From an optimization exercise on the open Yosys and OpenROAD flow, aimed at small area and a short achievable clock period; shortcuts taken in it are not production practice.
The RTL was checked by simulation tests, not by an equivalence proof against the original design.
Power is estimated from default activity; no workload was simulated.

`design.v`:
```
`timescale 1ns/100ps
`default_nettype none
module alloc_unit #(
    parameter int ENT_NUM = 8
) (
    input  wire  [ENT_NUM-1:0] busy_i,
    output logic [ENT_NUM-1:0] free_1_o,
    output logic [ENT_NUM-1:0] free_2_o,
    output logic               ge_1_o,
    output logic               ge_2_o
);
    logic [ENT_NUM:0] none_below;
    logic [ENT_NUM:0] one_below;
    assign none_below[0] = 1'b1;
    assign one_below[0] = 1'b0;
    for (genvar i = 0; i < ENT_NUM; i++) begin : g_scan
        assign free_1_o[i] = ~busy_i[i] & none_below[i];
        assign free_2_o[i] = ~busy_i[i] & one_below[i];
        assign none_below[i+1] = none_below[i] & busy_i[i];
        assign one_below[i+1] = busy_i[i] ? one_below[i] : none_below[i];
    end
    assign ge_1_o = ~&busy_i;
    assign ge_2_o = |free_2_o;
endmodule
module free_cnt #(
    parameter int ENT_NUM = 8
) (
    input  wire                clk_i,
    input  wire  [ENT_NUM-1:0] busy_nxt_i,
    output logic               full_o,
    output logic               one_o
);
    logic ge_1;
    logic ge_2;
    always_comb begin
        ge_1 = 1'b0;
        ge_2 = 1'b0;
        for (int i = 0; i < ENT_NUM; i++) begin
            ge_2 = ge_2 | (ge_1 & ~busy_nxt_i[i]);
            ge_1 = ge_1 | ~busy_nxt_i[i];
        end
    end
    always_ff @(posedge clk_i) begin
        full_o <= ~ge_1;
        one_o <= ge_1 & ~ge_2;
    end
endmodule
`default_nettype wire
`timescale 1ns/100ps
`default_nettype none
module oldest_finder #(
    parameter int ENT_NUM = 8
) (
    input  wire  [ENT_NUM-1:0]              ready_i,
    input  wire  [ENT_NUM-1:0]              phase_i,
    input  wire                             cur_phase_i,
    input  wire  [ENT_NUM-1:0][ENT_NUM-1:0] tag_le_i,
    output logic [ENT_NUM-1:0]              sel_o,
    output logic                            valid_o
);
    logic [ENT_NUM-1:0][ENT_NUM-1:0] first;
    for (genvar i = 0; i < ENT_NUM; i++) begin : g_row
        for (genvar j = 0; j < ENT_NUM; j++) begin : g_col
            if (i < j) begin : g_pair
                assign first[i][j] = (phase_i[i] ^ phase_i[j]) ? (phase_i[i] ^ cur_phase_i)
                                                               : tag_le_i[i][j];
            end else begin : g_none
                assign first[i][j] = 1'b0;
            end
        end
    end
    always_comb begin
        for (int i = 0; i < ENT_NUM; i++) begin
            sel_o[i] = ready_i[i];
            for (int j = 0; j < ENT_NUM; j++) begin
                if (j < i) begin
                    sel_o[i] = sel_o[i] & (~ready_i[j] | ~first[j][i]);
                end else if (j > i) begin
                    sel_o[i] = sel_o[i] & (~ready_i[j] | first[i][j]);
                end
            end
        end
    end
    assign valid_o = |ready_i;
endmodule
module tag_cmp (
    input  wire  [5:0] a_i,
    input  wire  [5:0] b_i,
    output logic       lt_o,
    output logic       eq_o
);
    logic [5:0] lt;
    always_comb begin
        lt[0] = ~a_i[0] & b_i[0];
        for (int b = 1; b < 6; b++) begin
            lt[b] = (~a_i[b] & b_i[b]) | (~(a_i[b] ^ b_i[b]) & lt[b-1]);
        end
    end
    assign lt_o = lt[5];
    assign eq_o = a_i == b_i;
endmodule
`default_nettype wire
`timescale 1ns/100ps
`default_nettype none
module wake_opnd (
    input  wire  [32:0] opnd_i,
    input  wire  [38:0] res_0_i,
    input  wire  [38:0] res_1_i,
    output logic        hit_0_o,
    output logic        hit_1_o
);
    assign hit_0_o = ~opnd_i[0] & res_0_i[38] & (res_0_i[37:32] == opnd_i[6:1]);
    assign hit_1_o = ~opnd_i[0] & res_1_i[38] & (res_1_i[37:32] == opnd_i[6:1]) & ~hit_0_o;
endmodule
module opnd_next (
    input  wire  [32:0] cur_i,
    input  wire  [32:0] new_1_i,
    input  wire         new_1_hit_0_i,
    input  wire         new_1_hit_1_i,
    input  wire  [32:0] new_2_i,
    input  wire         new_2_hit_0_i,
    input  wire         new_2_hit_1_i,
    input  wire         we_1_i,
    input  wire         we_2_i,
    input  wire  [38:0] res_0_i,
    input  wire  [38:0] res_1_i,
    output logic [32:0] nxt_o
);
    logic hit_0;
    logic hit_1;
    logic hold;
    logic sel_n1;
    logic sel_n2;
    logic sel_b0;
    logic sel_b1;
    logic sel_q;
    wake_opnd u_wake (.opnd_i(cur_i), .res_0_i(res_0_i), .res_1_i(res_1_i),
                      .hit_0_o(hit_0), .hit_1_o(hit_1));
    assign hold   = ~we_1_i & ~we_2_i;
    assign sel_n1 = we_1_i & ~new_1_hit_0_i & ~new_1_hit_1_i;
    assign sel_n2 = we_2_i & ~new_2_hit_0_i & ~new_2_hit_1_i;
    assign sel_b0 = (we_1_i & new_1_hit_0_i) | (we_2_i & new_2_hit_0_i) | (hold & hit_0);
    assign sel_b1 = (we_1_i & new_1_hit_1_i) | (we_2_i & new_2_hit_1_i) | (hold & hit_1);
    assign sel_q  = hold & ~hit_0 & ~hit_1;
    assign nxt_o[32:1] = ({32{sel_n1}} & new_1_i[32:1])
                       | ({32{sel_n2}} & new_2_i[32:1])
                       | ({32{sel_b0}} & res_0_i[31:0])
                       | ({32{sel_b1}} & res_1_i[31:0])
                       | ({32{sel_q}}  & cur_i[32:1]);
    assign nxt_o[0] = (we_1_i & (new_1_i[0] | new_1_hit_0_i | new_1_hit_1_i))
                    | (we_2_i & (new_2_i[0] | new_2_hit_0_i | new_2_hit_1_i))
                    | (hold & (cur_i[0] | hit_0 | hit_1));
endmodule
`default_nettype wire
`timescale 1ns/100ps
`default_nettype none
module rs_alu #(
    parameter int ENT_NUM = 8
) (
    input  wire                clk_i,
    input  wire                reset_i,
    input  wire                next_rrf_cycle_i,
    input  wire  [ENT_NUM-1:0] we_1_i,
    input  wire  [ENT_NUM-1:0] we_2_i,
    input  wire  [140:0]       wslot_1_i,
    input  wire  [140:0]       wslot_2_i,
    input  wire  [3:0]         new_hit_i,    
    input  wire  [3:0]         new_hit_1_i,  
    input  wire  [77:0]        result_i,
    output logic [ENT_NUM-1:0] busy_o,
    output logic [ENT_NUM-1:0] busy_nxt_o,
    output logic [138:0]       issue_o,
    output logic               issue_valid_o
);
    logic [ENT_NUM-1:0]        busy;
    logic [ENT_NUM-1:0]        phase;
    logic                      cur_phase;
    logic [ENT_NUM-1:0][74:0]  fix;
    logic [ENT_NUM-1:0][32:0]  src1;
    logic [ENT_NUM-1:0][32:0]  src2;
    logic [ENT_NUM-1:0]        sel;
    logic [74:0]               fix_1;
    logic [74:0]               fix_2;
    logic [ENT_NUM-1:0]        busy_nxt;
    logic [ENT_NUM-1:0]        phase_nxt;
    logic [ENT_NUM-1:0]        ready_nxt;
    logic [ENT_NUM-1:0][ENT_NUM-1:0] tag_le;
    logic [ENT_NUM-1:0][ENT_NUM-1:0] tag_le_nxt;
    logic [ENT_NUM-1:0]        new_1_lt;    
    logic [ENT_NUM-1:0]        new_1_eq;
    logic [ENT_NUM-1:0]        new_2_lt;
    logic [ENT_NUM-1:0]        new_2_eq;
    logic                      new_12_lt;
    logic                      new_12_eq;
    logic                      cur_phase_nxt;
    logic [ENT_NUM-1:0]        sel_nxt;
    logic                      valid_nxt;
    assign busy_o = busy;
    assign busy_nxt_o = busy_nxt;
    assign fix_1 = {wslot_1_i[140:109], wslot_1_i[42:0]};
    assign fix_2 = {wslot_2_i[140:109], wslot_2_i[42:0]};
    for (genvar i = 0; i < ENT_NUM; i++) begin : g_ent
        logic [74:0] fix_nxt;
        logic [32:0] src1_nxt;
        logic [32:0] src2_nxt;
        logic        hold;
        assign hold = ~we_1_i[i] & ~we_2_i[i];
        assign busy_nxt[i] = ~reset_i & (~hold | (busy[i] & ~sel[i]));
        assign phase_nxt[i] = hold ? phase[i] : cur_phase;
        assign ready_nxt[i] = busy_nxt[i] & src1_nxt[0] & src2_nxt[0];
        tag_cmp u_cmp_1 (.a_i(wslot_1_i[10:5]), .b_i(fix[i][10:5]), .lt_o(new_1_lt[i]), .eq_o(new_1_eq[i]));
        tag_cmp u_cmp_2 (.a_i(wslot_2_i[10:5]), .b_i(fix[i][10:5]), .lt_o(new_2_lt[i]), .eq_o(new_2_eq[i]));
        assign fix_nxt = ({75{we_1_i[i]}} & fix_1) | ({75{we_2_i[i]}} & fix_2)
                       | ({75{hold}} & fix[i]);
        opnd_next u_src1 (.cur_i(src1[i]),
                          .new_1_i(wslot_1_i[108:76]), .new_1_hit_0_i(new_hit_i[0]),
                          .new_1_hit_1_i(new_hit_1_i[0]),
                          .new_2_i(wslot_2_i[108:76]), .new_2_hit_0_i(new_hit_i[2]),
                          .new_2_hit_1_i(new_hit_1_i[2]),
                          .we_1_i(we_1_i[i]), .we_2_i(we_2_i[i]),
                          .res_0_i(result_i[38:0]), .res_1_i(result_i[77:39]),
                          .nxt_o(src1_nxt));
        opnd_next u_src2 (.cur_i(src2[i]),
                          .new_1_i(wslot_1_i[75:43]), .new_1_hit_0_i(new_hit_i[1]),
                          .new_1_hit_1_i(new_hit_1_i[1]),
                          .new_2_i(wslot_2_i[75:43]), .new_2_hit_0_i(new_hit_i[3]),
                          .new_2_hit_1_i(new_hit_1_i[3]),
                          .we_1_i(we_1_i[i]), .we_2_i(we_2_i[i]),
                          .res_0_i(result_i[38:0]), .res_1_i(result_i[77:39]),
                          .nxt_o(src2_nxt));
        always_ff @(posedge clk_i) begin
            fix[i] <= fix_nxt;
            src1[i] <= src1_nxt;
            src2[i] <= src2_nxt;
            phase[i] <= phase_nxt[i];
            busy[i] <= busy_nxt[i];
        end
    end
    tag_cmp u_cmp_12 (.a_i(wslot_1_i[10:5]), .b_i(wslot_2_i[10:5]), .lt_o(new_12_lt), .eq_o(new_12_eq));
    for (genvar i = 0; i < ENT_NUM; i++) begin : g_row
        for (genvar j = 0; j < ENT_NUM; j++) begin : g_col
            if (i < j) begin : g_pair
                logic wi;
                logic wj;
                assign wi = we_1_i[i] | we_2_i[i];
                assign wj = we_1_i[j] | we_2_i[j];
                always_comb begin
                    if (wi && wj) begin
                        tag_le_nxt[i][j] = new_12_lt | new_12_eq;
                    end else if (wi) begin
                        tag_le_nxt[i][j] = we_1_i[i] ? (new_1_lt[j] | new_1_eq[j])
                                                     : (new_2_lt[j] | new_2_eq[j]);
                    end else if (wj) begin
                        tag_le_nxt[i][j] = we_1_i[j] ? ~new_1_lt[i] : ~new_2_lt[i];
                    end else begin
                        tag_le_nxt[i][j] = tag_le[i][j];
                    end
                end
                always_ff @(posedge clk_i) begin
                    tag_le[i][j] <= tag_le_nxt[i][j];
                end
            end else begin : g_none
                assign tag_le_nxt[i][j] = 1'b0;
                assign tag_le[i][j] = 1'b0;
            end
        end
    end
    assign cur_phase_nxt = ~reset_i & (cur_phase ^ next_rrf_cycle_i);
    oldest_finder #(
        .ENT_NUM(ENT_NUM)
    ) u_oldest_finder (
        .ready_i    (ready_nxt),
        .phase_i    (phase_nxt),
        .cur_phase_i(cur_phase_nxt),
        .tag_le_i   (tag_le_nxt),
        .sel_o      (sel_nxt),
        .valid_o    (valid_nxt)
    );
    always_ff @(posedge clk_i) begin
        cur_phase <= cur_phase_nxt;
        sel <= sel_nxt;
        issue_valid_o <= valid_nxt;
    end
    always_comb begin
        logic [74:0] f;
        logic [31:0] o1;
        logic [31:0] o2;
        f = '0;
        o1 = '0;
        o2 = '0;
        for (int i = 0; i < ENT_NUM; i++) begin
            f = f | ({75{sel[i]}} & fix[i]);
            o1 = o1 | ({32{sel[i]}} & src1[i][32:1]);
            o2 = o2 | ({32{sel[i]}} & src2[i][32:1]);
        end
        issue_o = {f[74:43], o1, o2, f[42:0]};
    end
endmodule
`default_nettype wire
`timescale 1ns/100ps
`default_nettype none
module rs_mem #(
    parameter int ENT_NUM = 4,
    parameter int ENT_SEL = 2
) (
    input  wire                clk_i,
    input  wire                reset_i,
    input  wire                push_1_i,     
    input  wire                push_2_i,     
    input  wire                first_2_i,    
    input  wire  [140:0]       wslot_1_i,
    input  wire  [140:0]       wslot_2_i,
    input  wire  [3:0]         new_hit_i,
    input  wire  [3:0]         new_hit_1_i,
    input  wire  [77:0]        result_i,
    output logic [ENT_NUM-1:0] busy_nxt_o,
    output logic [138:0]       issue_o,
    output logic               issue_valid_o
);
    logic [ENT_NUM-1:0]        busy;
    logic [ENT_NUM-1:0][74:0]  fix;
    logic [ENT_NUM-1:0][32:0]  src1;
    logic [ENT_NUM-1:0][32:0]  src2;
    logic [ENT_NUM-1:0]        head_oh;      
    logic [ENT_NUM-1:0]        tail_oh;
    logic [ENT_NUM-1:0]        tail_oh_1;
    logic [ENT_NUM-1:0]        we_1;
    logic [ENT_NUM-1:0]        we_2;
    logic [74:0]               fix_1;
    logic [74:0]               fix_2;
    assign fix_1 = {wslot_1_i[140:109], wslot_1_i[42:0]};
    assign fix_2 = {wslot_2_i[140:109], wslot_2_i[42:0]};
    assign tail_oh_1 = {tail_oh[ENT_NUM-2:0], tail_oh[ENT_NUM-1]};
    for (genvar i = 0; i < ENT_NUM; i++) begin : g_ent
        logic [74:0] fix_nxt;
        logic [32:0] src1_nxt;
        logic [32:0] src2_nxt;
        logic        hold;
        logic        at_tail;
        logic        at_tail_1;
        assign at_tail = tail_oh[i];
        assign at_tail_1 = tail_oh_1[i];
        assign we_1[i] = push_1_i & ~first_2_i & at_tail;
        assign we_2[i] = (push_1_i & first_2_i & at_tail) | (push_2_i & at_tail_1);
        assign hold = ~we_1[i] & ~we_2[i];
        assign busy_nxt_o[i] = ~reset_i & (~hold | (busy[i] & ~(issue_valid_o & head_oh[i])));
        assign fix_nxt = ({75{we_1[i]}} & fix_1) | ({75{we_2[i]}} & fix_2)
                       | ({75{hold}} & fix[i]);
        opnd_next u_src1 (.cur_i(src1[i]),
                          .new_1_i(wslot_1_i[108:76]), .new_1_hit_0_i(new_hit_i[0]),
                          .new_1_hit_1_i(new_hit_1_i[0]),
                          .new_2_i(wslot_2_i[108:76]), .new_2_hit_0_i(new_hit_i[2]),
                          .new_2_hit_1_i(new_hit_1_i[2]),
                          .we_1_i(we_1[i]), .we_2_i(we_2[i]),
                          .res_0_i(result_i[38:0]), .res_1_i(result_i[77:39]),
                          .nxt_o(src1_nxt));
        opnd_next u_src2 (.cur_i(src2[i]),
                          .new_1_i(wslot_1_i[75:43]), .new_1_hit_0_i(new_hit_i[1]),
                          .new_1_hit_1_i(new_hit_1_i[1]),
                          .new_2_i(wslot_2_i[75:43]), .new_2_hit_0_i(new_hit_i[3]),
                          .new_2_hit_1_i(new_hit_1_i[3]),
                          .we_1_i(we_1[i]), .we_2_i(we_2[i]),
                          .res_0_i(result_i[38:0]), .res_1_i(result_i[77:39]),
                          .nxt_o(src2_nxt));
        always_ff @(posedge clk_i) begin
            fix[i] <= fix_nxt;
            src1[i] <= src1_nxt;
            src2[i] <= src2_nxt;
            busy[i] <= busy_nxt_o[i];
        end
    end
    always_ff @(posedge clk_i) begin
        if (reset_i) begin
            head_oh <= ENT_NUM'(1);
            tail_oh <= ENT_NUM'(1);
        end else begin
            if (issue_valid_o) begin
                head_oh <= {head_oh[ENT_NUM-2:0], head_oh[ENT_NUM-1]};
            end
            if (push_2_i) begin
                tail_oh <= {tail_oh_1[ENT_NUM-2:0], tail_oh_1[ENT_NUM-1]};
            end else if (push_1_i) begin
                tail_oh <= tail_oh_1;
            end
        end
    end
    always_comb begin
        logic [74:0] f;
        logic [31:0] o1;
        logic [31:0] o2;
        f = '0;
        o1 = '0;
        o2 = '0;
        issue_valid_o = 1'b0;
        for (int i = 0; i < ENT_NUM; i++) begin
            f = f | ({75{head_oh[i]}} & fix[i]);
            o1 = o1 | ({32{head_oh[i]}} & src1[i][32:1]);
            o2 = o2 | ({32{head_oh[i]}} & src2[i][32:1]);
            issue_valid_o = issue_valid_o | (head_oh[i] & busy[i] & src1[i][0] & src2[i][0]);
        end
        issue_o = {f[74:43], o1, o2, f[42:0]};
    end
endmodule
`default_nettype wire
`timescale 1ns/100ps
`default_nettype none
module sw_unit (
    input  wire          clk_i,
    input  wire          reset_i,
    input  wire  [142:0] dp_slot_1_i,
    input  wire  [142:0] dp_slot_2_i,
    input  wire          stall_dp_i,
    input  wire          kill_dp_i,
    input  wire          next_rrf_cycle_i,
    input  wire  [77:0]  exe_result_i,
    output logic         allocatable_o,
    output logic [138:0] alu_issue_o,
    output logic         alu_issue_valid_o,
    output logic [138:0] mem_issue_o,
    output logic         mem_issue_valid_o
);
    localparam int ALU_ENT_NUM = 8;
    localparam int LDST_ENT_NUM = 4;
    localparam int LDST_ENT_SEL = 2;
    logic                   slot_1_alu;
    logic                   slot_2_alu;
    logic                   slot_1_mem;
    logic                   slot_2_mem;
    logic [ALU_ENT_NUM-1:0] alu_busy;
    logic [ALU_ENT_NUM-1:0] alu_free_1;
    logic [ALU_ENT_NUM-1:0] alu_free_2;
    logic [ALU_ENT_NUM-1:0] alu_busy_nxt;
    logic [LDST_ENT_NUM-1:0] mem_busy_nxt;
    logic                   full_alu;
    logic                   full_mem;
    logic                   one_alu;
    logic                   one_mem;
    logic                   blk_1;
    logic                   blk_2;
    logic                   blk_12;
    logic                   accept;
    logic [ALU_ENT_NUM-1:0] alu_we_1;
    logic [ALU_ENT_NUM-1:0] alu_we_2;
    logic [3:0]             new_hit_0;
    logic [3:0]             new_hit_1;
    assign slot_1_alu = dp_slot_1_i[142] & ~dp_slot_1_i[141];
    assign slot_2_alu = dp_slot_2_i[142] & ~dp_slot_2_i[141];
    assign slot_1_mem = dp_slot_1_i[142] & dp_slot_1_i[141];
    assign slot_2_mem = dp_slot_2_i[142] & dp_slot_2_i[141];
    alloc_unit #(
        .ENT_NUM(ALU_ENT_NUM)
    ) u_alloc_unit (
        .busy_i  (alu_busy),
        .free_1_o(alu_free_1),
        .free_2_o(alu_free_2),
        .ge_1_o  (),
        .ge_2_o  ()
    );
    free_cnt #(.ENT_NUM(ALU_ENT_NUM)) u_alu_cnt (
        .clk_i(clk_i), .busy_nxt_i(alu_busy_nxt), .full_o(full_alu), .one_o(one_alu));
    free_cnt #(.ENT_NUM(LDST_ENT_NUM)) u_mem_cnt (
        .clk_i(clk_i), .busy_nxt_i(mem_busy_nxt), .full_o(full_mem), .one_o(one_mem));
    assign blk_1 = dp_slot_1_i[141] ? full_mem : full_alu;
    assign blk_2 = dp_slot_2_i[141] ? full_mem : full_alu;
    assign blk_12 = dp_slot_1_i[141] ? (dp_slot_2_i[141] & one_mem) : (~dp_slot_2_i[141] & one_alu);
    assign allocatable_o = ~(dp_slot_1_i[142] & blk_1) & ~(dp_slot_2_i[142] & blk_2)
                         & ~(dp_slot_1_i[142] & dp_slot_2_i[142] & blk_12);
    assign accept = ~stall_dp_i & ~kill_dp_i & allocatable_o;
    assign alu_we_1 = {ALU_ENT_NUM{accept & slot_1_alu}} & alu_free_1;
    assign alu_we_2 = {ALU_ENT_NUM{accept & slot_2_alu}} & (slot_1_alu ? alu_free_2 : alu_free_1);
    wake_opnd u_new_1_src1 (.opnd_i(dp_slot_1_i[108:76]), .res_0_i(exe_result_i[38:0]),
                            .res_1_i(exe_result_i[77:39]), .hit_0_o(new_hit_0[0]), .hit_1_o(new_hit_1[0]));
    wake_opnd u_new_1_src2 (.opnd_i(dp_slot_1_i[75:43]), .res_0_i(exe_result_i[38:0]),
                            .res_1_i(exe_result_i[77:39]), .hit_0_o(new_hit_0[1]), .hit_1_o(new_hit_1[1]));
    wake_opnd u_new_2_src1 (.opnd_i(dp_slot_2_i[108:76]), .res_0_i(exe_result_i[38:0]),
                            .res_1_i(exe_result_i[77:39]), .hit_0_o(new_hit_0[2]), .hit_1_o(new_hit_1[2]));
    wake_opnd u_new_2_src2 (.opnd_i(dp_slot_2_i[75:43]), .res_0_i(exe_result_i[38:0]),
                            .res_1_i(exe_result_i[77:39]), .hit_0_o(new_hit_0[3]), .hit_1_o(new_hit_1[3]));
    rs_alu #(
        .ENT_NUM(ALU_ENT_NUM)
    ) u_rs_alu (
        .clk_i           (clk_i),
        .reset_i         (reset_i),
        .next_rrf_cycle_i(next_rrf_cycle_i),
        .we_1_i          (alu_we_1),
        .we_2_i          (alu_we_2),
        .wslot_1_i       (dp_slot_1_i[140:0]),
        .wslot_2_i       (dp_slot_2_i[140:0]),
        .new_hit_i       (new_hit_0),
        .new_hit_1_i     (new_hit_1),
        .result_i        (exe_result_i),
        .busy_o          (alu_busy),
        .busy_nxt_o      (alu_busy_nxt),
        .issue_o         (alu_issue_o),
        .issue_valid_o   (alu_issue_valid_o)
    );
    rs_mem #(
        .ENT_NUM(LDST_ENT_NUM),
        .ENT_SEL(LDST_ENT_SEL)
    ) u_rs_mem (
        .clk_i           (clk_i),
        .reset_i         (reset_i),
        .push_1_i        (accept & (slot_1_mem | slot_2_mem)),
        .push_2_i        (accept & slot_1_mem & slot_2_mem),
        .first_2_i       (~slot_1_mem),
        .wslot_1_i       (dp_slot_1_i[140:0]),
        .wslot_2_i       (dp_slot_2_i[140:0]),
        .new_hit_i       (new_hit_0),
        .new_hit_1_i     (new_hit_1),
        .result_i        (exe_result_i),
        .busy_nxt_o      (mem_busy_nxt),
        .issue_o         (mem_issue_o),
        .issue_valid_o   (mem_issue_valid_o)
    );
endmodule
`default_nettype wire
```
`flow/run.sh`:
```
#!/bin/bash
# The standard layout (the standard.sh, standard synthesis unchanged) with two changes:
# port buffers are the smallest buffer instead of the delay buffer buffer_ports picks by
# default, and clock tree synthesis inserts no dummy loads.
set -uo pipefail
bash standard.sh \
  "BUFFER_PORTS_ARGS=-buffer_cell sky130_fd_sc_hd__buf_1" \
  "CTS_ARGS=-sink_clustering_enable -repair_clock_nets -dont_use_dummy_load -sink_clustering_size 20 -sink_clustering_max_diameter 100 -buf_list sky130_fd_sc_hd__clkbuf_16" \
  finish > orfs_make.log 2>&1
status=$?
tail -n 40 orfs_make.log
exit $status
```
`standard.sh`:
```
#!/bin/bash
# synth_recipe.tcl (not shown) runs the flow's synth.tcl, then flattens the netlist and writes it again
# the make line also repeats each setting of config.mk as NAME=value (left out here)
make -C /OpenROAD-flow-scripts/flow DESIGN_CONFIG=/design/flow/config.mk WORK_HOME=/design/flow/orfs CLKGATE_MAP_FILE= SYNTH_SCRIPT=/design/flow/synth_recipe.tcl "${@:-finish}"
```
`config.mk`:
```
export PLATFORM = sky130hd
export DESIGN_NAME = sw_unit
export DESIGN_NICKNAME = sw_unit
export VERILOG_FILES = /design/flow/design.v
export SDC_FILE = /design/flow/constraint.sdc
export NUM_CORES = 8
export LEC_CHECK = 0
export ABC_CLOCK_PERIOD_IN_PS = 5000
export CAP_MARGIN = 20
export CORE_MARGIN = 2
export CORE_UTILIZATION = 35
export CTS_BUF_LIST = sky130_fd_sc_hd__clkbuf_16
export CTS_CLUSTER_DIAMETER = 100
export CTS_CLUSTER_SIZE = 20
export PLACE_DENSITY = 0.5
export SETUP_SLACK_MARGIN = 5
export SLEW_MARGIN = 20
```
`constraint.sdc`:
```
create_clock -name core_clock -period 10.0 [get_ports {clk_i}]
set_input_delay 2.0000 -clock core_clock [delete_from_list [all_inputs] [get_ports {clk_i}]]
set_output_delay 2.0000 -clock core_clock [all_outputs]
set_load 0.01 [all_outputs]
```
==> metrics.cfg, run 1 <==
[run_status]
status = complete, no violations

[global_routing]
grt_first_pass_wirelength_um = 736000
grt_usage_pct = 37.7
grt_max_degree = 65
antenna_found_initial = 103
gr-total-overflow = 0
grt_pass1_vias = 98000

[setup_path]
crit_arrival_ns = 5.76
crit_fanout = 28
cp-start-kind = primary input
path_class = in -> reg
required_ns = 10.66
crit_end = u_rs_alu.sel[4]$_DFF_P_
r2r-end = u_rs_alu.src2[158]$_DFF_P_
crit_start = exe_result_i[33]
r2r-start = u_rs_alu.busy[3]$_DFF_P_
reg2reg_depth = 10
reg2reg_slack_ns = 5.50
cp-end-kind = flop

[cts]
insertion_delay_ns = 0.82
htreeDepth = 3
tritoncts = yes
cts_max_path_buffers = 3
cts_inserted_buffers = 104
cts_num_sinks = 1762
cts_root_buf = clkbuf_16
clk_pin_slew_ns = 0.08

[power_and_ir_drop]
power_mw = 19.9
vdd_drop_max_mv = 0.153
p_leak_nw = 39.6
powerDensity_nw_per_um2 = 196

[synth]
synth_async_sr_flop_share_pct = 0
synth_common_cells = 3079 x nand2_1, 2596 x a22oi_1, 1762 x dfxtp_1, 1281 x clkbuf_1, 473 x nand3_1
ys_seq_area_share_pct = 38.5
yosysMostFrequentCell = nand2_1
synth_edf_count = 0
synth_ff_type = dfxtp_1
yosysUniqueCellTypes = 98
synth.top_cell.area_share_pct = 38.5
synth_nets = 12100
synth.avg_cell_area_um2 = 7.90
synth_cells = 11600
syn_area_um2 = 91600
ys_ff_latch = 1762
synth_top_cell_by_area = dfxtp_1
synth.area.top_cells = dfxtp_1 39%, a22oi_1 21%, nand2_1 13%, clkbuf_1 5.3%, a222oi_1 4.2%
yosys_warnings = 76

[drt]
ant_nets = 0
wl_met1_um = 198000
viasPerCell = 6.89
routed_wl_um = 531000
num_vias = 103000
drtPass1Iterations = 10
wl_met2_um = 229000
dr_wl_met3_um = 67000
drcViolationCount = 0
drt-wirelength-per-cell_um = 35.6
top_layer_used = met5
drt_iter0_drc = 18400

[die]
initial_core_util_pct = 35.2
rows = 187
die-area_um2 = 266000
dieWidth_um = 516
die_h_um = 516
core_um2 = 260000
io_pins = 650

[flow_run]
drv_cap = 0

[cells_and_area]
final_nets = 11800
drive_gt1_share_pct = 7.19
fin_util_pct = 39.0
nFillCells = 26400
area_growth_pct = 10.7
finalInstanceArea_um2 = 101000

[timing]
grt_setup_unrepaired = yes
finalCritPeriodShare_pct = 51.0
finClkSkew_ns = 0.0735
min_period_ns = 5.10
tns_ns = 0
hold_viol_final = 0
fin_ws_ns = 4.90
maxSlewViolCount = 0
tightest_slew_ns = 1.29
setup_viol = 0
maxSlewHeadroom_pct = 13.9
max_freq_mhz = 196

[min_path]
min_path_type = reg -> reg
holdCritStartpoint = u_rs_alu.fix[411]$_DFF_P_

[placement]
gp_congestion = 0.980
placed_area_um2 = 97000
portBuffers = 649
dp_hpwl_um = 310000
place_ws_ns = 3.15

critical path, cell delays in order:
cell	delay (ns)
clkbuf_2	0.08
buf_4	0.55
xnor2_1	0.19
nand3_1	0.09
nor4_1	1.00
buf_4	0.29
o31ai_1	0.08
o221ai_1	0.18
nand3_1	0.40
a211oi_1	0.40
o32ai_1	0.18
nor4_1	0.29
stage by stage:
step	hold slack, ns	cells
global placement	0.424	14700
detailed placement	0.429	14700
global route	0.455	14900
floorplan	0.416	11600
finish	0.441	14900
CTS	0.440	14800
worst min path at each step:
stage,end,slack [ns],depth (start not counted)
floorplan,u_rs_alu.fix[373]$_DFF_P_,0.42,2
global placement,u_rs_alu.fix[417]$_DFF_P_,0.42,2
global route,u_rs_alu.fix[322]$_DFF_P_,0.46,2
CTS,u_rs_alu.fix[240]$_DFF_P_,0.44,2
finish,u_rs_alu.fix[411]$_DFF_P_,0.44,2
detailed placement,u_rs_alu.fix[240]$_DFF_P_,0.43,2
repair_timing:
item	in CTS	in global routing
gates cloned	15	1
hold buffers	0	0
resized for setup	132	68
setup buffers	42	12
hold endpoints to repair	0	0
pin swaps	23	8
endpoints found under the setup margin	916	460
cells by family (layout without fill, tap and decap cells):
| group | Yosys count | after routing | share of synthesized area (%) |
|---|---|---|---|
| AND/OR/NAND/NOR | 4317 | 4329 | 20.1 |
| AO/OA/AOI/OAI | 3580 | 3582 | 30.1 |
| flip-flops | 1762 | 1762 | 38.5 |
| buffers and inverters | 1433 | 1185 | 5.97 |
| XOR/XNOR | 343 | 343 | 3.28 |
| adder cells (fa/ha/maj) | 106 | 106 | 1.44 |
| multiplexers | 49 | 49 | 0.590 |
| other | 0 | 44 | 0 |
layout make-up:
class                      instances  area [µm²]  share of cell area (%)
multi-input combinational       8409       52600                    51.9
sequential                      1762       35300                    34.8
timing repair buffer            1032        6120                    6.04
tap                             3496        4370                    4.32
clock buffer                     104        2600                    2.57
inverter                          49         210                   0.207
antenna                           44         110                   0.109
registers in the layout (all words and copies together), names as in the netlist:
signal and flops:
u_rs_alu.fix 600, u_rs_mem.fix 300, u_rs_alu.src1 264, u_rs_alu.src2 264, u_rs_mem.src1 132, u_rs_mem.src2 132
u_rs_alu.tag_le 28, u_rs_alu.busy 8, u_rs_alu.phase 8, u_rs_alu.sel 8, u_rs_mem.busy 4, u_rs_mem.head_oh 4
u_rs_mem.tail_oh 4, u_alu_cnt.full_o 1, u_alu_cnt.one_o 1, u_mem_cnt.full_o 1, u_mem_cnt.one_o 1, u_rs_alu.cur_phase 1
u_rs_alu.issue_valid_o 1
report_power, final:
part           internal (mW)  switching, mW  total, mW
sequential              9.02           1.48       10.5
clock                   1.84           2.65       4.49
combinational           2.06           2.87       4.93
cell usage in the layout, fill, tap and decap left out, drive strengths merged, types with 53 or more instances in the layout:
cell type | Yosys | final
nand2 | 3081 | 3082
a22oi | 2596 | 2596
dfxtp | 1762 | 1762
buf | 102 | 997
nand3 | 473 | 473
a222oi | 384 | 384
nand4 | 302 | 302
xnor2 | 182 | 182
nor2 | 165 | 173
xor2 | 161 | 161
a21oi | 141 | 141
clkbuf | 1282 | 133
o21ai | 105 | 105
ha | 103 | 103
o221ai | 92 | 92
nor3 | 78 | 78
nor4 | 53 | 53
routing by layer:
metal,vias to the layer above,global-route usage [%]
li1,42500,-
met1,50100,46.5
met2,8069,57.3
met3,1884,11.4
met4,100,23.3
met5,-,0
==> run 2: changes to the inputs <==
--- a/design.v
+++ b/design.v
@@ -435,9 +435,6 @@
     logic                   full_mem;
     logic                   one_alu;
     logic                   one_mem;
-    logic                   blk_1;
-    logic                   blk_2;
-    logic                   blk_12;
     logic                   accept;
     logic [ALU_ENT_NUM-1:0] alu_we_1;
     logic [ALU_ENT_NUM-1:0] alu_we_2;
@@ -460,11 +457,12 @@
         .clk_i(clk_i), .busy_nxt_i(alu_busy_nxt), .full_o(full_alu), .one_o(one_alu));
     free_cnt #(.ENT_NUM(LDST_ENT_NUM)) u_mem_cnt (
         .clk_i(clk_i), .busy_nxt_i(mem_busy_nxt), .full_o(full_mem), .one_o(one_mem));
-    assign blk_1 = dp_slot_1_i[141] ? full_mem : full_alu;
-    assign blk_2 = dp_slot_2_i[141] ? full_mem : full_alu;
-    assign blk_12 = dp_slot_1_i[141] ? (dp_slot_2_i[141] & one_mem) : (~dp_slot_2_i[141] & one_alu);
-    assign allocatable_o = ~(dp_slot_1_i[142] & blk_1) & ~(dp_slot_2_i[142] & blk_2)
-                         & ~(dp_slot_1_i[142] & dp_slot_2_i[142] & blk_12);
+    assign allocatable_o = ~((dp_slot_1_i[142] & dp_slot_1_i[141] & full_mem)
+                           | (dp_slot_1_i[142] & ~dp_slot_1_i[141] & full_alu)
+                           | (dp_slot_2_i[142] & dp_slot_2_i[141] & full_mem)
+                           | (dp_slot_2_i[142] & ~dp_slot_2_i[141] & full_alu)
+                           | (dp_slot_1_i[142] & dp_slot_2_i[142] & dp_slot_1_i[141] & dp_slot_2_i[141] & one_mem)
+                           | (dp_slot_1_i[142] & dp_slot_2_i[142] & ~dp_slot_1_i[141] & ~dp_slot_2_i[141] & one_alu));
     assign accept = ~stall_dp_i & ~kill_dp_i & allocatable_o;
     assign alu_we_1 = {ALU_ENT_NUM{accept & slot_1_alu}} & alu_free_1;
     assign alu_we_2 = {ALU_ENT_NUM{accept & slot_2_alu}} & (slot_1_alu ? alu_free_2 : alu_free_1);
--- a/config.mk
+++ b/config.mk
@@ -8,10 +8,10 @@
 export ABC_CLOCK_PERIOD_IN_PS = 5000
 export CAP_MARGIN = 20
 export CORE_MARGIN = 2
-export CORE_UTILIZATION = 35
+export CORE_UTILIZATION = 50
 export CTS_BUF_LIST = sky130_fd_sc_hd__clkbuf_16
 export CTS_CLUSTER_DIAMETER = 100
 export CTS_CLUSTER_SIZE = 20
-export PLACE_DENSITY = 0.5
+export PLACE_DENSITY = 0.65
 export SETUP_SLACK_MARGIN = 5
 export SLEW_MARGIN = 20
==> run 2 against run 1 <==
Maximum frequency fell by 1.1%; largest power group unchanged; global-route usage increased by 13 points; area after synthesis is 0.49% lower; power is 0.34% lower; via count rose by 2.5%; combinational power is essentially flat; utilization rose by 16 points; critical path type is now reg -> reg; largest cell class unchanged; setup slack lost 0.058 ns; synthesized cell count is 1.3% lower.
==> metrics.cfg, run 2 <==
[setup_path]
required_ns = 10.73  ; was 10.66 ns
crit_fanout = 40  ; was 28
crit_chain = ha_1 > nand4_2 > nor2_1 > and4_4 > buf_12 > buf_4 > nand2_1 > o21ai_0 > a21oi_1 > o21ai_0 > o21ai_0 > and3_1 > nor4_2  ; was clkbuf_2 > buf_4 > xnor2_1 > nand3_1 > nor4_1 > buf_4 > o31ai_1 > o221ai_1 > nand3_1 > a211oi_1 > o32ai_1 > nor4_1
crit_arrival_ns = 5.89  ; was 5.76 ns
crit_path_max_incr_delay_ns = 0.81  ; was 1.00 ns
crit_slowest_cell = nor2_1  ; was nor4_1
cp-end-kind = flop  ; unchanged
path_class = reg -> reg  ; was in -> reg
reg2reg_slack_ns = 4.84  ; was 5.50 ns
path_common_cell = o21ai_0
cp-start-kind = flop  ; was primary input

[synth]
synth_ff_type = dfxtp_1  ; unchanged
yosysUniqueCellTypes = 93  ; was 98
synth_top_cell_by_area = dfxtp_1  ; unchanged
ys_seq_area_share_pct = 38.7  ; was 38.5%
yosys_warnings = 76  ; unchanged
synth_edf_count = 0  ; unchanged
synth.top_cell.area_share_pct = 38.7  ; was 38.5%
ys_ff_latch = 1762  ; unchanged
synth_common_cells = 2933 x nand2_1, 2608 x a22oi_1, 1762 x dfxtp_1, 1243 x clkbuf_1, 460 x nand3_1  ; was 3079 x nand2_1, 2596 x a22oi_1, 1762 x dfxtp_1, 1281 x clkbuf_1, 473 x nand3_1
synth.avg_cell_area_um2 = 7.97  ; was 7.90 µm²
synth_nets = 11900  ; was 12.1k
syn_area_um2 = 91100  ; was 91600 µm²
yosysMostFrequentCell = nand2_1  ; unchanged
synth_async_sr_flop_share_pct = 0  ; unchanged
synth_cells = 11400  ; was 11.6k
synth.area.top_cells = dfxtp_1 39%, a22oi_1 21%, nand2_1 12%, clkbuf_1 5.1%, a222oi_1 4.5%  ; was dfxtp_1 39%, a22oi_1 21%, nand2_1 13%, clkbuf_1 5.3%, a222oi_1 4.2%

[power_and_ir_drop]
power_mw = 19.8  ; was 19.9 mW
vdd_drop_max_mv = 0.158  ; was 0.153 mV
powerDensity_nw_per_um2 = 199  ; was 196 nW/µm²
p_leak_nw = 39.9  ; was 39.6 nW

[cells_and_area]
max_flop_register = u_rs_alu.fix  ; unchanged
final_cell_mix = 2921 x nand2_1, 2607 x a22oi_1, 1750 x dfxtp_1  ; was 3075 x nand2_1, 2594 x a22oi_1, 1750 x dfxtp_1
largest_reg_flops = 600  ; unchanged
area_growth_pct = 9.21  ; was 10.7%
fin_cells = 13600  ; was 14.9k
final_common_cell = nand2_1  ; unchanged
drive_gt1_share_pct = 7.21  ; was 7.19%
finalInstanceArea_um2 = 99500  ; was 101000 µm²
reg_top3 = u_rs_alu.fix (600), u_rs_mem.fix (300)  ; unchanged
fin_util_pct = 55.0  ; was 39.0%
final_nets = 11700  ; was 11.8k

[timing]
fin_ws_ns = 4.84  ; was 4.90 ns
tns_ns = 0  ; unchanged
max_freq_mhz = 194  ; was 196 MHz
maxSlewViolCount = 0  ; unchanged
maxSlewHeadroom_pct = 17.7  ; was 13.9%
tightest_slew_ns = 1.22  ; was 1.29 ns
finClkSkew_ns = 0.0440  ; was 0.0735 ns
finalCritPeriodShare_pct = 51.6  ; was 51.0%
min_period_ns = 5.16  ; was 5.10 ns
whs_ns = 0.440  ; was 0.441 ns
grt_setup_unrepaired = yes  ; unchanged
setup_viol = 0  ; unchanged
hold_viol_final = 0  ; unchanged

[placement]
dp_hpwl_um = 276000  ; was 310000 µm
gp_congestion = 1.03  ; was 0.980
dp_cells = 13400  ; was 14.7k
portBuffers = 649  ; unchanged
place_ws_ns = 3.26  ; was 3.15 ns
placed_area_um2 = 94800  ; was 97000 µm²

[global_routing]
antenna_found_initial = 73  ; was 103
grt_pass1_vias = 97300  ; was 98.0k
grt_max_degree = 60  ; was 65
gr-total-overflow = 0  ; unchanged
grt_first_pass_wirelength_um = 698000  ; was 736000 µm
grt_usage_pct = 50.7  ; was 37.7%

[drt]
drt_iter0_drc = 24200  ; was 18.4k
drcViolationCount = 0  ; unchanged
viasPerCell = 7.71  ; was 6.89
ant_nets = 0  ; unchanged
drt-wirelength-per-cell_um = 36.8  ; was 35.6 µm
num_vias = 105000  ; was 103k
routed_wl_um = 503000  ; was 531000 µm
drtPass1Iterations = 13  ; was 10

[cts]
htreeDepth = 3  ; unchanged
cts_hold_buffers = 0  ; unchanged
clk_pin_slew_ns = 0.10  ; was 0.08 ns
cts_num_sinks = 1762  ; unchanged
cts_root_buf = clkbuf_16  ; unchanged
cts_inserted_buffers = 99  ; was 104
cts_max_path_buffers = 3  ; unchanged
tritoncts = yes  ; unchanged
insertion_delay_ns = 0.83  ; was 0.82 ns

[run_status]
status = complete, no violations  ; unchanged

[die]
initial_core_util_pct = 50.4  ; was 35.2%
die_h_um = 431  ; was 516 µm
core_um2 = 181000  ; was 260000 µm²
dieWidth_um = 431  ; was 516 µm
io_pins = 650  ; unchanged
rows = 156  ; was 187
die-area_um2 = 186000  ; was 266000 µm²

[flow_run]
drv_cap = 0  ; unchanged

[min_path]
min_path_type = reg -> reg  ; unchanged

run 2: cell count changes after synthesis, sizes merged, moves of 13 or more:
cell / previous run / this run
clkbuf: 1282 / 1243
a222oi: 384 / 411
nand3: 473 / 460
a22o: 36 / 97
a21oi: 141 / 171
nand4: 302 / 211
buf: 102 / 135
nand2: 3081 / 2933
o221ai: 92 / 76
run 2: power by group:
| group | internal (mW) | total [mW] | switching [mW] |
|---|---|---|---|
| combinational | 2.06 | 4.95 | 2.89 |
| clock | 1.76 | 4.32 | 2.57 |
| sequential | 9.03 | 10.6 | 1.54 |
| total | 12.9 | 19.8 | 7.00 |
run 2: worst max-delay path, delay by kind of cell, from the launching register on:
kind            cells  cell delay (ns)
flops               1             0.57
fa+ha+maj           1             0.55
simple gates        6             1.93
buf+inv             2             0.95
compound gates      4             0.99
run 2: cell families after synthesis:
kind of cell | share of synthesized area [%]
compound gates | 31.2
xor+xnor | 3.28
fa+ha+maj | 1.44
buf+inv | 5.97
flops | 38.7
mux | 0.571
simple gates | 18.8
run 2: area by class of cell:
cell class              instances  area (µm²)
multi-input cells            8261       52100
fillers                     16800       81400
inverters                      54         211
flip-flops and latches       1762       35300
diodes                         57         143
repair buffers               1037        6350
clock buffers                  99        2480
well taps                    2370        2970
run 2: final timing paths:
| path | from | to | cells past startpoint |
|---|---|---|---|
| max | u_rs_alu.busy[0]$_DFF_P_ | u_rs_alu.sel[4]$_DFF_P_ | 13 |
| min | u_rs_alu.fix[237]$_DFF_P_ | u_rs_alu.fix[237]$_DFF_P_ | 2 |
| max reg2reg | u_rs_alu.busy[0]$_DFF_P_ | u_rs_alu.sel[4]$_DFF_P_ | 13 |
| min reg2reg | u_rs_alu.fix[237]$_DFF_P_ | u_rs_alu.fix[237]$_DFF_P_ | 2 |
run 2: repair_timing:
item                                     CTS  global route
setup buffers                             47            39
gates resized for setup                  117            74
gates cloned                              18             3
pin swaps                                 22            20
endpoints found under the setup margin  1071           662
run 2: layer usage:
metal	vias up	part of all wire [%]	wire length (µm)	track usage, %
li1	42100	-	-	-
met1	49400	34	169000	59.9
met2	10700	40	202000	71.3
met3	2985	16	79300	19.8
met4	44	10	51700	43.5
met5	-	0.058	291	0.312
==> run 3: changes to the inputs <==
--- a/design.v
+++ b/design.v
@@ -142,11 +142,11 @@
     assign sel_b0 = (we_1_i & new_1_hit_0_i) | (we_2_i & new_2_hit_0_i) | (hold & hit_0);
     assign sel_b1 = (we_1_i & new_1_hit_1_i) | (we_2_i & new_2_hit_1_i) | (hold & hit_1);
     assign sel_q  = hold & ~hit_0 & ~hit_1;
-    assign nxt_o[32:1] = ({32{sel_n1}} & new_1_i[32:1])
-                       | ({32{sel_n2}} & new_2_i[32:1])
-                       | ({32{sel_b0}} & res_0_i[31:0])
-                       | ({32{sel_b1}} & res_1_i[31:0])
-                       | ({32{sel_q}}  & cur_i[32:1]);
+    assign nxt_o[32:1] = (new_1_i[32:1] | ~{32{sel_n1}})
+                       & (new_2_i[32:1] | ~{32{sel_n2}})
+                       & (res_0_i[31:0] | ~{32{sel_b0}})
+                       & (res_1_i[31:0] | ~{32{sel_b1}})
+                       & (cur_i[32:1]   | ~{32{sel_q}});
     assign nxt_o[0] = (we_1_i & (new_1_i[0] | new_1_hit_0_i | new_1_hit_1_i))
                     | (we_2_i & (new_2_i[0] | new_2_hit_0_i | new_2_hit_1_i))
                     | (hold & (cur_i[0] | hit_0 | hit_1));
@@ -178,7 +178,7 @@
     logic [ENT_NUM-1:0][74:0]  fix;
     logic [ENT_NUM-1:0][32:0]  src1;
     logic [ENT_NUM-1:0][32:0]  src2;
-    logic [ENT_NUM-1:0]        sel;
+    logic [ENT_NUM-1:0]        sel_n;       
     logic [74:0]               fix_1;
     logic [74:0]               fix_2;
     logic [ENT_NUM-1:0]        busy_nxt;
@@ -205,13 +205,13 @@
         logic [32:0] src2_nxt;
         logic        hold;
         assign hold = ~we_1_i[i] & ~we_2_i[i];
-        assign busy_nxt[i] = ~reset_i & (~hold | (busy[i] & ~sel[i]));
+        assign busy_nxt[i] = ~reset_i & (~hold | (busy[i] & sel_n[i]));
         assign phase_nxt[i] = hold ? phase[i] : cur_phase;
         assign ready_nxt[i] = busy_nxt[i] & src1_nxt[0] & src2_nxt[0];
         tag_cmp u_cmp_1 (.a_i(wslot_1_i[10:5]), .b_i(fix[i][10:5]), .lt_o(new_1_lt[i]), .eq_o(new_1_eq[i]));
         tag_cmp u_cmp_2 (.a_i(wslot_2_i[10:5]), .b_i(fix[i][10:5]), .lt_o(new_2_lt[i]), .eq_o(new_2_eq[i]));
-        assign fix_nxt = ({75{we_1_i[i]}} & fix_1) | ({75{we_2_i[i]}} & fix_2)
-                       | ({75{hold}} & fix[i]);
+        assign fix_nxt = (fix_1 | ~{75{we_1_i[i]}}) & (fix_2 | ~{75{we_2_i[i]}})
+                       & (fix[i] | ~{75{hold}});
         opnd_next u_src1 (.cur_i(src1[i]),
                           .new_1_i(wslot_1_i[108:76]), .new_1_hit_0_i(new_hit_i[0]),
                           .new_1_hit_1_i(new_hit_1_i[0]),
@@ -278,20 +278,20 @@
     );
     always_ff @(posedge clk_i) begin
         cur_phase <= cur_phase_nxt;
-        sel <= sel_nxt;
+        sel_n <= ~sel_nxt;
         issue_valid_o <= valid_nxt;
     end
     always_comb begin
         logic [74:0] f;
         logic [31:0] o1;
         logic [31:0] o2;
-        f = '0;
-        o1 = '0;
-        o2 = '0;
+        f = '1;
+        o1 = '1;
+        o2 = '1;
         for (int i = 0; i < ENT_NUM; i++) begin
-            f = f | ({75{sel[i]}} & fix[i]);
-            o1 = o1 | ({32{sel[i]}} & src1[i][32:1]);
-            o2 = o2 | ({32{sel[i]}} & src2[i][32:1]);
+            f = f & (fix[i] | {75{sel_n[i]}});
+            o1 = o1 & (src1[i][32:1] | {32{sel_n[i]}});
+            o2 = o2 & (src2[i][32:1] | {32{sel_n[i]}});
         end
         issue_o = {f[74:43], o1, o2, f[42:0]};
     end
@@ -344,8 +344,8 @@
         assign we_2[i] = (push_1_i & first_2_i & at_tail) | (push_2_i & at_tail_1);
         assign hold = ~we_1[i] & ~we_2[i];
         assign busy_nxt_o[i] = ~reset_i & (~hold | (busy[i] & ~(issue_valid_o & head_oh[i])));
-        assign fix_nxt = ({75{we_1[i]}} & fix_1) | ({75{we_2[i]}} & fix_2)
-                       | ({75{hold}} & fix[i]);
+        assign fix_nxt = (fix_1 | ~{75{we_1[i]}}) & (fix_2 | ~{75{we_2[i]}})
+                       & (fix[i] | ~{75{hold}});
         opnd_next u_src1 (.cur_i(src1[i]),
                           .new_1_i(wslot_1_i[108:76]), .new_1_hit_0_i(new_hit_i[0]),
                           .new_1_hit_1_i(new_hit_1_i[0]),
@@ -388,14 +388,14 @@
         logic [74:0] f;
         logic [31:0] o1;
         logic [31:0] o2;
-        f = '0;
-        o1 = '0;
-        o2 = '0;
+        f = '1;
+        o1 = '1;
+        o2 = '1;
         issue_valid_o = 1'b0;
         for (int i = 0; i < ENT_NUM; i++) begin
-            f = f | ({75{head_oh[i]}} & fix[i]);
-            o1 = o1 | ({32{head_oh[i]}} & src1[i][32:1]);
-            o2 = o2 | ({32{head_oh[i]}} & src2[i][32:1]);
+            f = f & (fix[i] | ~{75{head_oh[i]}});
+            o1 = o1 & (src1[i][32:1] | ~{32{head_oh[i]}});
+            o2 = o2 & (src2[i][32:1] | ~{32{head_oh[i]}});
             issue_valid_o = issue_valid_o | (head_oh[i] & busy[i] & src1[i][0] & src2[i][0]);
         end
         issue_o = {f[74:43], o1, o2, f[42:0]};
--- a/config.mk
+++ b/config.mk
@@ -8,10 +8,10 @@
 export ABC_CLOCK_PERIOD_IN_PS = 5000
 export CAP_MARGIN = 20
 export CORE_MARGIN = 2
-export CORE_UTILIZATION = 50
+export CORE_UTILIZATION = 35
 export CTS_BUF_LIST = sky130_fd_sc_hd__clkbuf_16
 export CTS_CLUSTER_DIAMETER = 100
 export CTS_CLUSTER_SIZE = 20
-export PLACE_DENSITY = 0.65
+export PLACE_DENSITY = 0.5
 export SETUP_SLACK_MARGIN = 5
 export SLEW_MARGIN = 20
==> run 3 against run 2 <==
Cell count grew 12%; largest cell class unchanged; critical path type is now in -> reg; via count grew 0.74%; die area grew 39%.
==> metrics.cfg, run 3 <==
[run_status]
status = complete, no violations  ; unchanged

[synth]
synth_cells = 12000  ; was 11.4k
synth_ff_type = dfxtp_1  ; unchanged
synth_edf_count = 0  ; unchanged
synth.area.top_cells = dfxtp_1 40%, o22ai_1 20%, nor2_1 12%, clkbuf_1 5.2%, nor4_1 2.9%  ; was dfxtp_1 39%, a22oi_1 21%, nand2_1 12%, clkbuf_1 5.1%, a222oi_1 4.5%
synth_top_cell_by_area = dfxtp_1  ; unchanged
synth_common_cells = 2936 x nor2_1, 2849 x o22ai_1, 1762 x dfxtp_1, 1223 x clkbuf_1, 483 x nor3_1  ; was 2933 x nand2_1, 2608 x a22oi_1, 1762 x dfxtp_1, 1243 x clkbuf_1, 460 x nand3_1
yosys_warnings = 76  ; unchanged
synth.avg_cell_area_um2 = 7.44  ; was 7.97 µm²
yosysMostFrequentCell = nor2_1  ; was nand2_1
synth_async_sr_flop_share_pct = 0  ; unchanged
yosysUniqueCellTypes = 81  ; was 93
ys_seq_area_share_pct = 39.6  ; was 38.7%
synth.top_cell.area_share_pct = 39.6  ; was 38.7%
syn_area_um2 = 89000  ; was 91100 µm²
synth_nets = 12400  ; was 11.9k
ys_ff_latch = 1762  ; unchanged

[cts]
cts_max_path_buffers = 3  ; unchanged
htreeDepth = 3  ; unchanged
insertion_delay_ns = 0.85  ; was 0.83 ns
tritoncts = yes  ; unchanged
cts_num_sinks = 1762  ; unchanged
cts_hold_buffers = 0  ; unchanged
cts_inserted_buffers = 108  ; was 99
cts_root_buf = clkbuf_16  ; unchanged
clk_pin_slew_ns = 0.09  ; was 0.10 ns

[timing]
min_period_ns = 5.09  ; was 5.16 ns
grt_setup_unrepaired = yes  ; unchanged
max_freq_mhz = 196  ; was 194 MHz
setup_viol = 0  ; unchanged
finClkSkew_ns = 0.118  ; was 0.0440 ns
tightest_slew_ns = 1.32  ; was 1.22 ns
tns_ns = 0  ; unchanged
maxSlewViolCount = 0  ; unchanged
whs_ns = 0.459  ; was 0.440 ns
finalCritPeriodShare_pct = 50.9  ; was 51.6%
hold_viol_final = 0  ; unchanged
maxSlewHeadroom_pct = 12.1  ; was 17.7%

[power_and_ir_drop]
p_int_mw = 13.6  ; was 12.9 mW
p_leak_nw = 37.8  ; was 39.9 nW
power.switching_mw = 7.49  ; was 7.00 mW
clockPowerShare_pct = 21.6  ; was 21.8%
powerDensity_nw_per_um2 = 210  ; was 199 nW/µm²
vdd_drop_max_mv = 0.153  ; was 0.158 mV
combPwrFrac_pct = 27.0  ; was 24.9%
seq_power_share_pct = 51.4  ; was 53.3%
switching_share_pct = 35.6  ; was 35.2%

[setup_path]
crit_arrival_ns = 5.76  ; was 5.89 ns
cp-end-kind = flop  ; unchanged
path_class = in -> reg  ; was reg -> reg
cp-start-kind = primary input  ; was flop
crit_fanout = 15  ; was 40
required_ns = 10.66  ; was 10.73 ns

[global_routing]
grt_util_met3_pct = 12.5  ; was 19.8%
gr-total-overflow = 0  ; unchanged
use_met2_pct = 56.3  ; was 71.3%
grt_usage_pct = 39.4  ; was 50.7%
met1_usage_pct = 51.0  ; was 59.9%
grt_max_degree = 64  ; was 60
grt_pass1_vias = 98000  ; was 97.3k
top_usage_layer = met2  ; unchanged
antenna_found_initial = 104  ; was 73
grt_first_pass_wirelength_um = 745000  ; was 698000 µm

[die]
io_pins = 650  ; unchanged
dieWidth_um = 508  ; was 431 µm
core_um2 = 253000  ; was 181000 µm²
die-area_um2 = 258000  ; was 186000 µm²
die_h_um = 508  ; was 431 µm
rows = 185  ; was 156
initial_core_util_pct = 35.1  ; was 50.4%

[drt]
viasPerCell = 6.95  ; was 7.71
drcViolationCount = 0  ; unchanged
drt_iter0_drc = 17200  ; was 24.2k
routed_wl_um = 545000  ; was 503000 µm
drt-wirelength-per-cell_um = 35.8  ; was 36.8 µm
ant_nets = 0  ; unchanged
num_vias = 106000  ; was 105k
drtPass1Iterations = 9  ; was 13

[cells_and_area]
nFillCells = 25800  ; was 16.8k
largest_reg_flops = 600  ; unchanged
final_cell_mix = 2917 x nor2_1, 2848 x o22ai_1, 1752 x dfxtp_1  ; was 2921 x nand2_1, 2607 x a22oi_1, 1750 x dfxtp_1
final_common_cell = nor2_1  ; was nand2_1
drive_gt1_share_pct = 8.00  ; was 7.21%
final_nets = 12300  ; was 11.7k
area_growth_pct = 12.6  ; was 9.21%
reg_top3 = u_rs_alu.fix (600), u_rs_mem.fix (300)  ; unchanged
max_flop_register = u_rs_alu.fix  ; unchanged

[placement]
portBuffers = 649  ; unchanged
gp_congestion = 1.05  ; was 1.03
dp_hpwl_um = 310000  ; was 276000 µm

[flow_run]
drv_cap = 0  ; unchanged

[min_path]
min_path_type = reg -> reg  ; unchanged

run 3: changes by cell type after synthesis, moves of 393 or more:
| cell | previous run | this run |
|---|---|---|
| a22oi_1 | 2608 | 9 |
| nand2_1 | 2933 | 179 |
| nor3_1 | 68 | 483 |
| o22ai_1 | 30 | 2849 |
| a222oi_1 | 411 | 11 |
| nand3_1 | 460 | 67 |
| nor2_1 | 162 | 2936 |
run 3: worst max-delay path, cell delays in order:
cell and delay [ns]:
clkbuf_2 0.54, buf_4 0.49, xor2_1 0.12, nor4_1 0.75
nor3_1 0.31, o21ai_0 0.43, and3_1 0.48, o31ai_1 0.15
nor4_2 0.35, nand3_1 0.10
run 3: stage by stage:
step | util (%) | instances | power (mW) | instance area, µm² | setup slack [ns]
global placement | 37.2 | 15000 | 16.0 | 94300 | 2.83
global route | 39.5 | 15200 | 21.8 | 100000 | 4.87
floorplan | - | 12000 | 14.2 | 89000 | 4.80
finish | 39.5 | 15200 | 21.0 | 100000 | 4.91
detailed placement | 37.3 | 15000 | 16.2 | 94400 | 2.79
CTS | 39.2 | 15100 | 20.7 | 99300 | 4.88
run 3: layout make-up:
type	count	area [µm²]	share of cell area [%]
diodes	60	150	0.150
clock buffers	108	2700	2.70
inverters	206	840	0.838
multi-input cells	8623	50000	49.9
flip-flops and latches	1762	35300	35.3
well taps	3366	4210	4.21
repair buffers	1115	6960	6.95
run 3: path summary, 6_finish.rpt:
check	start	endpoint	slack (ns)	depth (start not counted)
min	u_rs_mem.fix[251]$_DFF_P_	u_rs_mem.fix[251]$_DFF_P_	0.46	2
max reg2reg	u_rs_alu.busy[0]$_DFF_P_	u_rs_alu.sel_n[4]$_DFF_P_	5.13	13
max	exe_result_i[75]	u_rs_alu.sel_n[5]$_DFF_P_	4.91	10
min reg2reg	u_rs_mem.fix[251]$_DFF_P_	u_rs_mem.fix[251]$_DFF_P_	0.46	2
run 3: layer usage:
metal	vias up	routed length, µm
met1	51300	210000
met5	-	397
met4	56	39200
li1	43600	-
met2	9006	223000
met3	2027	72900
run 3: cells by family after synthesis:
| family | count (synthesis) | synth area share [%] |
|---|---|---|
| simple gates | 4377 | 21.4 |
| xor+xnor | 342 | 3.37 |
| mux | 30 | 0.354 |
| buf+inv | 1587 | 6.79 |
| compound gates | 3757 | 27.0 |
| fa+ha+maj | 103 | 1.45 |
| flops | 1762 | 39.6 |
run 3: timing repair:
action                                  4_1_cts  5_1_grt
endpoints found under the setup margin     1301      458
pin swaps                                    20       11
hold endpoints to repair                      0        0
cloned                                       13        7
gates resized for setup                     245      111
setup buffers                                73       24
run 3: power by group through the flow:
stage	clock network, mW	registers, mW	logic, mW
floorplan	0	10.4	3.86
global placement	0	10.8	5.17
detailed placement	0	10.9	5.37
CTS	4.55	10.7	5.43
global route	4.76	11.0	6.08
finish	4.55	10.8	5.67
==> run 4: changes to the inputs <==
--- a/config.mk
+++ b/config.mk
@@ -12,6 +12,6 @@
 export CTS_BUF_LIST = sky130_fd_sc_hd__clkbuf_16
 export CTS_CLUSTER_DIAMETER = 100
 export CTS_CLUSTER_SIZE = 20
-export PLACE_DENSITY = 0.5
+export PLACE_DENSITY = 0.65
 export SETUP_SLACK_MARGIN = 5
 export SLEW_MARGIN = 20
==> run 4 against run 3 <==
Still clean; critical path depth up 1; synthesized cell count unchanged; clock skew up 0.044 ns; combinational power down 1%; sequential cell count unchanged; register-to-register slack worse by 0.08 ns; via count up 0.66%; clock power down 2%; non-clock buffer count down 46; setup slack worse by 0.16 ns; hold slack about the same; first-iteration DRC count up 26%; highest routed layer unchanged.
==> metrics.cfg, run 4 <==
[run_status]
status = complete, no violations  ; unchanged

[setup_path]
critical_path_depth = 11  ; was 10
crit_path_max_incr_delay_ns = 0.60  ; was 0.75 ns
crit_arrival_ns = 5.97  ; was 5.76 ns
crit_family = simple AND/OR/NAND/NOR gates  ; unchanged
cp-start-kind = primary input  ; unchanged
r2r-start = u_rs_alu.busy[0]$_DFF_P_  ; unchanged
cp-end-kind = flop  ; unchanged
path_buf_inv = 3  ; was 2
required_ns = 10.73  ; was 10.66 ns
reg2reg_depth = 11  ; was 13
crit_slowest_cell = buf_4  ; was nor4_1
path_class = in -> reg  ; unchanged
crit_fanout = 32  ; was 15
crit_start = exe_result_i[32]  ; was exe_result_i[75]
crit_chain = clkbuf_2 > buf_4 > xnor2_1 > nand4_1 > nor4_2 > nor2b_1 > nor2_1 > a222oi_1 > buf_4 > nor2_1 > nor3_1  ; was clkbuf_2 > buf_4 > xor2_1 > nor4_1 > nor3_1 > o21ai_0 > and3_1 > o31ai_1 > nor4_2 > nand3_1

[drt]
viasPerCell = 7.02  ; was 6.95
top_layer_used = met5  ; unchanged
num_vias = 107000  ; was 106k
routed_wl_um = 513000  ; was 545000 µm
drt_iter0_drc = 21700  ; was 17.2k
dr_wl_met3_um = 86700  ; was 72900 µm
ant_nets = 0  ; unchanged
wl_met2_um = 200000  ; was 223000 µm
drt-wirelength-per-cell_um = 33.7  ; was 35.8 µm
drtPass1Iterations = 16  ; was 9
wl_met1_um = 181000  ; was 210000 µm
drcViolationCount = 0  ; unchanged

[synth]
ys_seq_area_share_pct = 39.6  ; unchanged
ys_ff_latch = 1762  ; unchanged
synth_cells = 12000  ; unchanged
syn_area_um2 = 89000  ; unchanged
synth_edf_count = 0  ; unchanged
synth_common_cells = 2936 x nor2_1, 2849 x o22ai_1, 1762 x dfxtp_1, 1223 x clkbuf_1, 483 x nor3_1  ; unchanged
synth_top_cell_by_area = dfxtp_1  ; unchanged
synth_ff_type = dfxtp_1  ; unchanged
yosys_warnings = 76  ; unchanged
yosysMostFrequentCell = nor2_1  ; unchanged
synth.area.top_cells = dfxtp_1 40%, o22ai_1 20%, nor2_1 12%, clkbuf_1 5.2%, nor4_1 2.9%  ; unchanged
synth_async_sr_flop_share_pct = 0  ; unchanged
synth.avg_cell_area_um2 = 7.44  ; unchanged
yosysUniqueCellTypes = 81  ; unchanged
synth_nets = 12400  ; unchanged
synth.top_cell.area_share_pct = 39.6  ; unchanged

[timing]
maxSlewViolCount = 0  ; unchanged
fin_ws_ns = 4.75  ; was 4.91 ns
tns_ns = 0  ; unchanged
setup_viol = 0  ; unchanged
grt_setup_unrepaired = yes  ; unchanged
min_period_ns = 5.25  ; was 5.09 ns
finalCritPeriodShare_pct = 52.5  ; was 50.9%
maxSlewHeadroom_pct = 10.6  ; was 12.1%
finClkSkew_ns = 0.162  ; was 0.118 ns
hold_viol_final = 0  ; unchanged
whs_ns = 0.459  ; about the same
max_freq_mhz = 191  ; was 196 MHz
tightest_slew_ns = 1.34  ; was 1.32 ns

[cells_and_area]
drive_gt1_share_pct = 8.01  ; was 8.00%
area_growth_pct = 12.5  ; was 12.6%
final_common_cell = nor2_1  ; unchanged
reg_top3 = u_rs_alu.fix (600), u_rs_mem.fix (300)  ; unchanged
largest_reg_flops = 600  ; unchanged
max_flop_register = u_rs_alu.fix  ; unchanged
final_cell_mix = 2920 x nor2_1, 2847 x o22ai_1, 1751 x dfxtp_1  ; was 2917 x nor2_1, 2848 x o22ai_1, 1752 x dfxtp_1
final_nets = 12200  ; was 12.3k
fin_util_pct = 39.5  ; about the same

[placement]
portBuffers = 649  ; unchanged
place_ws_ns = 2.92  ; was 2.79 ns
gp_congestion = 1.00  ; was 1.05
dp_hpwl_um = 279000  ; was 310000 µm

[cts]
cts_inserted_buffers = 105  ; was 108
tritoncts = yes  ; unchanged
insertion_delay_ns = 0.87  ; was 0.85 ns
cts_num_sinks = 1762  ; unchanged
cts_hold_buffers = 0  ; unchanged
clk_pin_slew_ns = 0.09  ; about the same
htreeDepth = 3  ; unchanged
cts_root_buf = clkbuf_16  ; unchanged
cts_max_path_buffers = 3  ; unchanged

[die]
io_pins = 650  ; unchanged
initial_core_util_pct = 35.1  ; unchanged
core_um2 = 253000  ; unchanged
die-area_um2 = 258000  ; unchanged
rows = 185  ; unchanged
dieWidth_um = 508  ; unchanged
die_h_um = 508  ; unchanged

[power_and_ir_drop]
p_int_mw = 13.5  ; was 13.6 mW
seq_power_share_pct = 51.7  ; was 51.4%
powerDensity_nw_per_um2 = 208  ; was 210 nW/µm²
combPwrFrac_pct = 26.9  ; was 27.0%
clockPowerShare_pct = 21.4  ; was 21.6%
switching_share_pct = 35.2  ; was 35.6%
power.switching_mw = 7.35  ; was 7.49 mW
vdd_drop_max_mv = 0.174  ; was 0.153 mV
p_leak_nw = 37.6  ; was 37.8 nW

[min_path]
hold_depth = 2  ; unchanged
holdCritStartpoint = u_rs_mem.fix[204]$_DFF_P_  ; was u_rs_mem.fix[251]$_DFF_P_
min_path_type = reg -> reg  ; unchanged

[global_routing]
grt_pass1_vias = 95900  ; was 98.0k
grt_usage_pct = 37.3  ; was 39.4%
grt_max_degree = 95  ; was 64
grt_first_pass_wirelength_um = 710000  ; was 745000 µm
gr-total-overflow = 0  ; unchanged
antenna_found_initial = 113  ; was 104

[flow_run]
drv_cap = 0  ; unchanged

run 4: cell counts after synthesis:
No cell type changed its count.
run 4: final cells by class:
| type | instances | area [µm²] |
|---|---|---|
| tap | 3366 | 4210 |
| antenna | 64 | 160 |
| fill | 26100 | 153000 |
| multi-input combinational | 8623 | 50300 |
| inverter | 206 | 883 |
| timing repair inverter | 3 | 26.3 |
| sequential | 1762 | 35300 |
| timing repair buffer | 1069 | 6590 |
| clock buffer | 105 | 2630 |
run 4: timing repair:
action | 4_1_cts | 5_1_grt
endpoints found under the setup margin | 1395 | 734
gates cloned | 23 | 1
setup buffers | 68 | 42
resized for setup | 271 | 153
pin swaps | 18 | 10
run 4: metal layers:
layer | vias to the layer above | track usage (%)
met1 | 49600 | 45.8
met4 | 86 | 25.8
met5 | - | 0.667
li1 | 43500 | -
met2 | 10700 | 51.2
met3 | 2772 | 17.1
run 4: per-stage QoR:
| stage | instances | power (mW) | area, µm² |
|---|---|---|---|
| after global placement | 14900 | 15.9 | 93900 |
| after global routing | 15200 | 21.6 | 100000 |
| final | 15200 | 20.9 | 100000 |
| after floorplan | 12000 | 14.2 | 89000 |
| after CTS | 15100 | 20.3 | 98900 |
| after detailed placement | 14900 | 16.0 | 93900 |
run 4: worst paths after layout:
path | slack [ns] | to
setup / recovery | 4.75 | u_rs_alu.src1[44]$_DFF_P_
hold / removal | 0.46 | u_rs_mem.fix[204]$_DFF_P_
hold reg to reg | 0.46 | u_rs_mem.fix[204]$_DFF_P_
setup reg to reg | 5.05 | u_rs_alu.sel_n[7]$_DFF_P_
run 4: power by group through the flow:
stage / combinational (mW) / clock, mW / sequential [mW]
final: 5.61 / 4.46 / 10.8
after floorplan: 3.86 / 0 / 10.4
after global routing: 6.03 / 4.64 / 10.9
after global placement: 5.13 / 0 / 10.8
after detailed placement: 5.22 / 0 / 10.8
after CTS: 5.30 / 4.38 / 10.7
run 4: cells by family after synthesis:
family,Yosys count,share of synthesized area [%]
adders and majority gates,103,1.45
AOI/OAI and AO/OA,3757,27.0
and+or+nand+nor,4377,21.4
buffers and inverters,1587,6.79
DFF,1762,39.6
xor gates and xnor gates,342,3.37
muxes,30,0.354
run 4: worst register-to-register path, cell delays in order (launching register included):
cell       delay, ns
dfxtp_1         0.57
ha_1            0.48
nand4_1         0.20
or2_2           0.52
nand2b_1        0.55
a211o_4         0.62
nand2_8         0.40
a2bb2oi_1       0.29
o31ai_1         0.34
a21oi_1         0.14
a211o_1         0.27
or4_1           0.42

port drivers added, routing unchanged:
In the flow no input, the clock included, has a driving cell. The finished layouts below were timed again as built, in two steps.
Step 1: set_driving_cell puts a clkbuf_16 on clk_i and a buf_2 on each other input, an assumption about the parent block.
Step 2 moves the port delays by t, midway between the first and last clock arrival at a register: inputs arrive t later, outputs are due t later. That takes back most of the time a late clock gives input paths.
Three values: ideal ports, drivers, drivers and shift; two values: the first two.
run	t (ns)	slack for setup (ns)	worst hold slack (ns)	cell pins on the clock port's net
run 1	0.873	4.898 / 4.804 / 3.983	0.441 / 0.441 / 0.441	1
run 2	0.915	4.840 / 4.795 / 4.010	0.440 / 0.440 / 0.440	1
run 3	0.888	4.908 / 4.819 / 4.016	0.459 / 0.459 / 0.459	1
run 4	0.897	4.752 / 4.698 / 3.900	0.459 / 0.459 / 0.459	1
After both steps every run listed still meets setup and hold. The setup slack of run 1, which loses most, moves by -0.094 ns with the drivers and by -0.915 ns with both steps.
